Background: an optimization exercise with open tools, aiming at small area, a short achievable clock period and few clock cycles per item. Do not read the settings as production practice.
Where RTL was checked, it was by simulation tests only, not by an equivalence proof against the original.

// compression_ratio_reset_monitor_unit
module compression_ratio_reset_monitor_unit (
    input  wire logic                               aclk,
    input  wire logic                               aresetn,
    input  wire logic                               s_valid,
    output logic                                    s_ready,
    input  wire logic [63:0]                        s_data,
    output logic                                    m_valid,
    input  wire logic                               m_ready,
    output logic [57:0]                             m_data,
    input  wire logic                               psel,
    input  wire logic                               penable,
    input  wire logic                               pwrite,
    input  wire logic [crrm_pkg::ADDR_BITS-1:0]     paddr,
    input  wire logic [crrm_pkg::DATA_BITS-1:0]     pwdata,
    output logic [crrm_pkg::DATA_BITS-1:0]          prdata,
    output logic                                    pready
);
Size: ~3600 cells after synthesis, ~370 flip-flops, roughly 200 I/O pins, ~31000 um^2 of cells after synthesis.
clock: 9.0 ns
lec_check: 0
cap_margin: 20
core_margin: 2
core_utilization: 40
setup_slack_margin: 4.0
slew_margin: 20
run.sh (not shown) runs the stock make flow with config.mk's settings and CLKGATE_MAP_FILE= SYNTH_SCRIPT=/design/flow/synth_recipe.tcl, a recipe that flattens the netlist after the stock synthesis.
Then changed:
--- a/flow/design.v
+++ b/flow/design.v
@@ -118,36 +118,56 @@
     logic            early_q;       
     logic [MCB-1:0]  mcnt_q;
     logic            mbusy_q;
     logic [RB-1:0]   savg_q;
     logic [RB-1:0]   favg_q;
     logic            clr_q;         
     logic [crrm_pkg::PAGES_BITS-1:0] pages_q;
     logic            mvalid_q;
     logic            ce_q;          
     assign m_valid = mvalid_q;
     assign m_data  = {ratio_q, savg_q, favg_q, clr_q};
     logic [W-1:0]    dvs;
-    logic [W-1:0]    rem_step [0:K];
+    logic [W-1:0]    rem_step [K:K];
     logic [K-1:0]    qbits;
     assign dvs = W'({den_q, SH'(0)});
-    always_comb begin
-        rem_step[0] = rem_q;
-        for (int i = 0; i < K; i++) begin
-            rem_step[i+1] = {rem_step[i][W-2:0], 1'b0}
-                            + (dvs ^ {W{!rem_step[i][W-1]}})
-                            + W'(!rem_step[i][W-1]);
-            qbits[K-1-i] = !rem_step[i+1][W-1];
-        end
-    end
+    logic [W-1:0]    dvs_m;         
+    logic            dvs_c;         
+    logic [W-1:0]    r1;
+    logic [W-1:0]    cand_x_n;      
+    logic [W-1:0]    cand_x_p;
+    logic [W-1:0]    cand_y;
+    logic [W-1:0]    cand_n;
+    logic [W-1:0]    cand_p;
+    logic [W-1:0]    r2;
+    function automatic logic [W-1:0] add3(input logic [W-1:0] x,
+                                          input logic [W-1:0] y,
+                                          input logic [W-1:0] z);
+        logic [W-1:0] sv;
+        logic [W-1:0] cv;
+        sv = x ^ y ^ z;
+        cv = {((x[W-2:0] & y[W-2:0]) | (x[W-2:0] & z[W-2:0]) | (y[W-2:0] & z[W-2:0])), 1'b0};
+        add3 = sv + cv;
+    endfunction
+    assign dvs_c    = !rem_q[W-1];
+    assign dvs_m    = dvs ^ {W{dvs_c}};
+    assign r1       = {rem_q[W-2:0], 1'b0} + dvs_m + W'(dvs_c);
+    assign cand_y   = {dvs_m[W-2:0], 1'b0};
+    assign cand_x_n = {rem_q[W-3:0], dvs_c, 1'b1};
+    assign cand_x_p = {rem_q[W-3:0], dvs_c, 1'b0};
+    assign cand_n   = add3(cand_x_n, cand_y, ~dvs);
+    assign cand_p   = add3(cand_x_p, cand_y, dvs);
+    assign r2       = r1[W-1] ? cand_p : cand_n;
+    assign qbits    = {!r1[W-1], !r2[W-1]};
+    assign rem_step[K] = r2;
     logic            m_free;
     logic            q_take;
     logic            last_cyc;
     logic            step_en;
     logic            dload;
     logic            accept;
     logic            succ_acc;
     logic [RB-1:0]   qratio;
     logic [CB-1:0]   ld_num;
     logic [CB-1:0]   ld_den;
     logic [RB-1:0]   eff_savg;
     logic [RB-1:0]   eff_favg;
Cell count increases by about 3.7%. Setup slack improved by 0.45 ns. Hold slack is better by 0.010 ns. Area after synthesis rises by about 8%. Cell area goes up by about 1.1%. Global-route usage went up by 0.39 points. Critical path depth falls by 4. Die area goes up by about 8%. Sequential share of layout area came out lower by 0.27 points. Non-clock buffer count went down by 133. Synthesized cell count rises by 7.1%.
Testbench counts after the change, summed over its fixed seeds: cycles 19,433, items 1,920.
Function not checked in the first run of this note: the RTL went through the layout flow alone.

[what the ideal ports hide]
The flow's constraints put no driver on any port. The routed layouts listed below were extracted and timed again, unchanged, in two steps. Step 1 sets driving cells, clkbuf_16 on the clock port and buf_2 on the other inputs (assumed; they add their load-dependent delay and slew). Step 2 also shifts input and output timing later by t, the mid clock arrival at the registers, as if the neighbouring blocks saw the same clock. Three values: ideal, step 1, step 2; two values: the first two.
run | t (ns) | setup slack, ns | worst register clock-pin slew, ns | pins driven straight from the clock port
the first run | 0.665 | 3.349 / 3.349 / 2.960 | 0.06 / 0.06 | 1
the second run | 0.661 | 3.794 / 3.794 / 3.534 | 0.07 / 0.07 | 1
After both steps every run listed still meets setup and hold. For the first run, which loses most, drivers alone change the setup slack by 0.000 ns; drivers and shift together by -0.389 ns.
